From an optimization exercise on the open Yosys and OpenROAD flow, aimed at small area, a short achievable clock period and few clock cycles per item; shortcuts taken in it are not production practice.
RTL that was checked went through simulation tests only; none was proved equivalent to the original.

// mandel_engine
module mandel_engine #(
  parameter int W       = 16,
  parameter int FRAC    = 12,
  parameter int ITER_W  = 16,
  parameter int COORD_W = 9
) (
  input  logic               clk,
  input  logic               rst,
  input  logic               cfg_start,
  input  logic [COORD_W-1:0] cfg_pix_w,
  input  logic [COORD_W-1:0] cfg_pix_h,
  input  logic [W-1:0]       cfg_cxs,
  input  logic [W-1:0]       cfg_cys,
  input  logic [W-1:0]       cfg_dcx,
  input  logic [W-1:0]       cfg_dcy,
  input  logic [ITER_W-1:0]  cfg_max_iter,
  input  logic               abort,
  output logic               busy,
  output logic               done,
  output logic               out_valid,
  input  logic               out_ready,
  output logic [COORD_W-1:0] out_x,
  output logic [COORD_W-1:0] out_y,
  output logic [ITER_W-1:0]  out_iter,
  output logic               out_inside
);
For scale: roughly 560 flip-flops, ~140 I/O pins, roughly 33000 µm² of cells after synthesis.
export LEC_CHECK = 0
export ABC_CLOCK_PERIOD_IN_PS = 5000
export CAP_MARGIN = 20
export CORE_MARGIN = 2
export CORE_UTILIZATION = 40
export SETUP_SLACK_MARGIN = 5
export SLEW_MARGIN = 20
export TNS_END_PERCENT = 0
create_clock -name core_clock -period 12.0 [get_ports {clk}]
standard.sh (not shown) runs the stock make flow with config.mk's settings and CLKGATE_MAP_FILE= SYNTH_SCRIPT=/design/flow/synth_recipe.tcl, a recipe that flattens the netlist after the stock synthesis.
==> flow/flow/run.sh <==
#!/bin/bash
set -euo pipefail
sed '1s/^proc synth {args} { yosys synth -nofsm -noshare {\*}\$args }$/proc synth {args} { yosys synth -nofsm -noshare -noabc {*}$args }/' synth_recipe.tcl > synth_noabc.tcl
grep -q -- '-noabc' synth_noabc.tcl
bash standard.sh SYNTH_SCRIPT="$PWD/synth_noabc.tcl" SETUP_SLACK_MARGIN=8.5 finish > flow_make.log 2>&1
==> next run, changes <==
--- a/flow/design.v
+++ b/flow/design.v
@@ -167,15 +167,15 @@
     hin2  <= hin1;
     lim2  <= at_lim;
     cyc2  <= cyc;
     lr2   <= lr1;
     es2   <= es1;
     ns2   <= ns1;
     act2  <= busy && act1;
-    if (i1[1:0] == 2'b00) begin
+    if (i1[1:0] == 2'b00 && (i1[2] == 1'b0 || i1[ITER_W-1:5] == '0)) begin
       sx2 <= x1[13:0];
       sy2 <= y1[13:0];
     end else begin
       sx2 <= sx1;
       sy2 <= sy1;
     end
     sx1 <= sx2;
The new run completed with no timing, DRC or antenna violations.
Clock-buffer cell count went down by 9.
Fmax is higher by a few percent.
Via count increases by a few percent.
Clock skew goes down by 0.042 ns.
Design area is higher slightly.
Die area is about the same.
Utilization grows by 0.67 points.
Testbench counts after the change, summed over its fixed seeds: cycles 47,661, pixels 3,072.
The RTL of the first run of this note was laid out without a check of its function.

* * *

mandel_engine, a different RTL version from the one above (not shown whole).
Size: ~3200 cells after synthesis, roughly 140 I/O pins, roughly 0.034 mm² of cells after synthesis.
// mandel_engine
module mandel_engine #(
  parameter int W       = 16,
  parameter int FRAC    = 12,
  parameter int ITER_W  = 16,
  parameter int COORD_W = 9
) (
  input  logic               clk,
  input  logic               rst,
  input  logic               cfg_start,
  input  logic [COORD_W-1:0] cfg_pix_w,
  input  logic [COORD_W-1:0] cfg_pix_h,
  input  logic [W-1:0]       cfg_cxs,
  input  logic [W-1:0]       cfg_cys,
  input  logic [W-1:0]       cfg_dcx,
  input  logic [W-1:0]       cfg_dcy,
  input  logic [ITER_W-1:0]  cfg_max_iter,
  input  logic               abort,
  output logic               busy,
  output logic               done,
  output logic               out_valid,
  input  logic               out_ready,
  output logic [COORD_W-1:0] out_x,
  output logic [COORD_W-1:0] out_y,
  output logic [ITER_W-1:0]  out_iter,
  output logic               out_inside
);
Settings: LEC_CHECK=0, ABC_CLOCK_PERIOD_IN_PS=5000, CAP_MARGIN=20, CORE_MARGIN=2, CORE_UTILIZATION=40, SETUP_SLACK_MARGIN=5, SLEW_MARGIN=20, TNS_END_PERCENT=0; clock period 12.0 ns.
Scripts as last shown in full above: flow/flow/run.sh
Testbench counts at the start, summed over its fixed seeds: cycles 48,565, pixels 3,072.
==> next run, changes <==
--- a/flow/design.v
+++ b/flow/design.v
@@ -21,15 +21,15 @@
   input  logic               out_ready,
   output logic [COORD_W-1:0] out_x,
   output logic [COORD_W-1:0] out_y,
   output logic [ITER_W-1:0]  out_iter,
   output logic               out_inside
 );
   localparam int PW = 156;
-  logic [COORD_W-1:0]  pix_w, pix_h, ax, ay;
+  logic [COORD_W-1:0]  wm1, hm1, ax, ay;    
   logic signed [W-1:0] cxs, dcx, dcy, acx, acy;
   logic [ITER_W-1:0]   max_iter;
   logic                comp;
   logic [1:0]          aseq, oseq;
   logic                ofirst;
   logic                rb_v, rb_inside;
   logic [1:0]          rb_tag;
@@ -44,26 +44,28 @@
   logic [13:0]         sx2, sy2;
   logic [ITER_W-1:0]   i2;
   logic                act2, hold2, er2, hin2, lr2, lim2, cyc2, es2;
   logic [1:0]          tg2;
   logic [PW-1:0]       p1;
   logic                bigx, bigy, mi_zero, at_lim, cyc, es1;
   logic [4:0]          hx, hy, hthr;
+  logic [ITER_W-1:0]   i1p;
   logic                sure, inc, now;
   logic                esc_mag, esc_now, fin, use_i, res_in, can_out, rb_go, to_out, to_rb;
   logic                delivered, take, row_end, last_pix, capture, done_cond;
   logic signed [W-1:0] xn, yn;
   logic [ITER_W-1:0]   res_iter;
   mandel_s1 u_s1 (.x(x1[13:0]), .y(y1[13:0]), .cx(cx1), .cy(cy1), .p(p1));
   mandel_s2 u_s2 (.p(p2), .cx(cx2), .esc_mag(esc_mag), .xn(xn), .yn(yn));
   always_comb begin
     mi_zero = (max_iter == '0);
     bigx = !((x1[15:13] == 3'b000) || (x1[15:13] == 3'b111 && x1[12:0] != '0));
     bigy = !((y1[15:13] == 3'b000) || (y1[15:13] == 3'b111 && y1[12:0] != '0));
-    at_lim = (i1 + ITER_W'(1) == max_iter);
+    i1p = i1 + ITER_W'(1);
+    at_lim = (i1p == max_iter);
     cyc = !fr1 && ({x1[13:0], y1[13:0]} == {sx1, sy1});
     hx = x1[12:8] ^ {5{x1[13]}};
     hy = y1[12:8] ^ {5{y1[13]}};
     case (hx)
       5'd0: hthr = 5'd0;
       5'd1: hthr = 5'd0;
       5'd2: hthr = 5'd0;
@@ -102,29 +104,29 @@
     esc_now = (es2 || esc_mag) && !mi_zero;
     sure = es2 && !mi_zero;
     now = sure || cyc2 || mi_zero;
     fin = act2 && (hold2 || er2 || lr2 || now);
     inc = !hold2 && !er2 && !lr2 && sure;
     use_i = er2 || inc;
     res_in = hold2 ? hin2 : !(er2 || (!lr2 && sure));
-    res_iter = use_i ? (inc ? i2 + ITER_W'(1) : i2) : max_iter;
+    res_iter = use_i ? i2 : max_iter;
     can_out = !out_valid;
     rb_go = rb_v && (rb_tag == oseq) && can_out;
     to_out = fin && (tg2 == oseq) && can_out;
     to_rb = fin && !to_out && (!rb_v || rb_go);
     delivered = to_out || to_rb;
     take = comp && (!act2 || delivered);
-    row_end = (ax == pix_w - COORD_W'(1));
-    last_pix = row_end && (ay == pix_h - COORD_W'(1));
+    row_end = (ax == wm1);
+    last_pix = row_end && (ay == hm1);
     capture = rb_go || to_out;
     done_cond = !comp && !act1 && !act2 && !rb_v && (!out_valid || out_ready);
   end
   always_ff @(posedge clk) begin
     p2    <= p1;
-    i2    <= i1;
+    i2    <= er1 ? i1 : i1p;
     cx2   <= cx1;
     cy2   <= cy1;
     tg2   <= tg1;
     hold2 <= hold1;
     er2   <= er1;
     hin2  <= hin1;
     lim2  <= at_lim;
@@ -141,15 +143,15 @@
     end
     sx1 <= sx2;
     sy1 <= sy2;
     x1    <= take ? acx : xn;
     y1    <= take ? acy : yn;
     cx1   <= take ? acx : cx2;
     cy1   <= take ? acy : cy2;
-    i1    <= take ? '0 : ((fin && !inc) ? i2 : i2 + ITER_W'(1));
+    i1    <= take ? '0 : i2;
     tg1   <= take ? aseq : tg2;
     act1  <= busy && (take || (act2 && !delivered));
     hold1 <= !take && fin;
     fr1   <= take;
     er1   <= !take && (fin ? use_i : esc_now);
     lr1   <= !take && !fin && lim2;
     hin1  <= res_in;
@@ -174,16 +176,16 @@
           done <= 1'b1;
         end
       end
     end
   end
   always_ff @(posedge clk) begin
     if (!busy) begin
-      pix_w    <= cfg_pix_w;
-      pix_h    <= cfg_pix_h;
+      wm1      <= cfg_pix_w - COORD_W'(1);
+      hm1      <= cfg_pix_h - COORD_W'(1);
       cxs      <= cfg_cxs;
       dcx      <= cfg_dcx;
       dcy      <= cfg_dcy;
       max_iter <= cfg_max_iter;
       ax       <= '0;
       ay       <= '0;
       acx      <= cfg_cxs;
@@ -219,15 +221,15 @@
         oseq       <= oseq + 2'd1;
         out_iter   <= rb_go ? rb_iter : res_iter;
         out_inside <= rb_go ? rb_inside : res_in;
         ofirst     <= 1'b0;
         if (ofirst) begin
           out_x <= '0;
           out_y <= '0;
-        end else if (out_x == pix_w - COORD_W'(1)) begin
+        end else if (out_x == wm1) begin
           out_x <= '0;
           out_y <= out_y + COORD_W'(1);
         end else begin
           out_x <= out_x + COORD_W'(1);
         end
       end
     end
Clock-buffer cell count fell by 10.
Core utilization went down by 0.26 points.
Non-clock buffer count came out lower by 2.
Design area came out lower by 1.2%.
Testbench counts after the change, summed over its fixed seeds: cycles 48,565, pixels 3,072.

## separate check: timing with driven ports
No port has a modelled driver above. Below, the same layouts with a new extraction and two added sets of constraints.
Step 1, drivers: a clkbuf_16 drives clk and a buf_2 each remaining input, both assumed.
Step 2 times the ports against the registers' clock, not the clock port: input delays grow and output delays shrink by t, the midpoint of the rising clock arrivals with the driver on.
a / b / c = ideal ports / drivers / drivers and shift; a / b = the first two.
run	t (ns)	slack for setup (ns)	worst setup path at the end
the first run of note 1	0.697	8.118 / 8.112 / 7.794	input to register
the second run of note 1	0.694	8.284 / 8.269 / 7.843	input to register
the first run of note 2	0.687	8.304 / 8.239 / 8.051	input to register
the second run of note 2	0.688	8.313 / 8.296 / 7.868	input to register
After both steps every run listed still meets setup and hold. The setup slack of the second run of note 2, which loses most, moves by -0.017 ns with the drivers and by -0.445 ns with both steps.
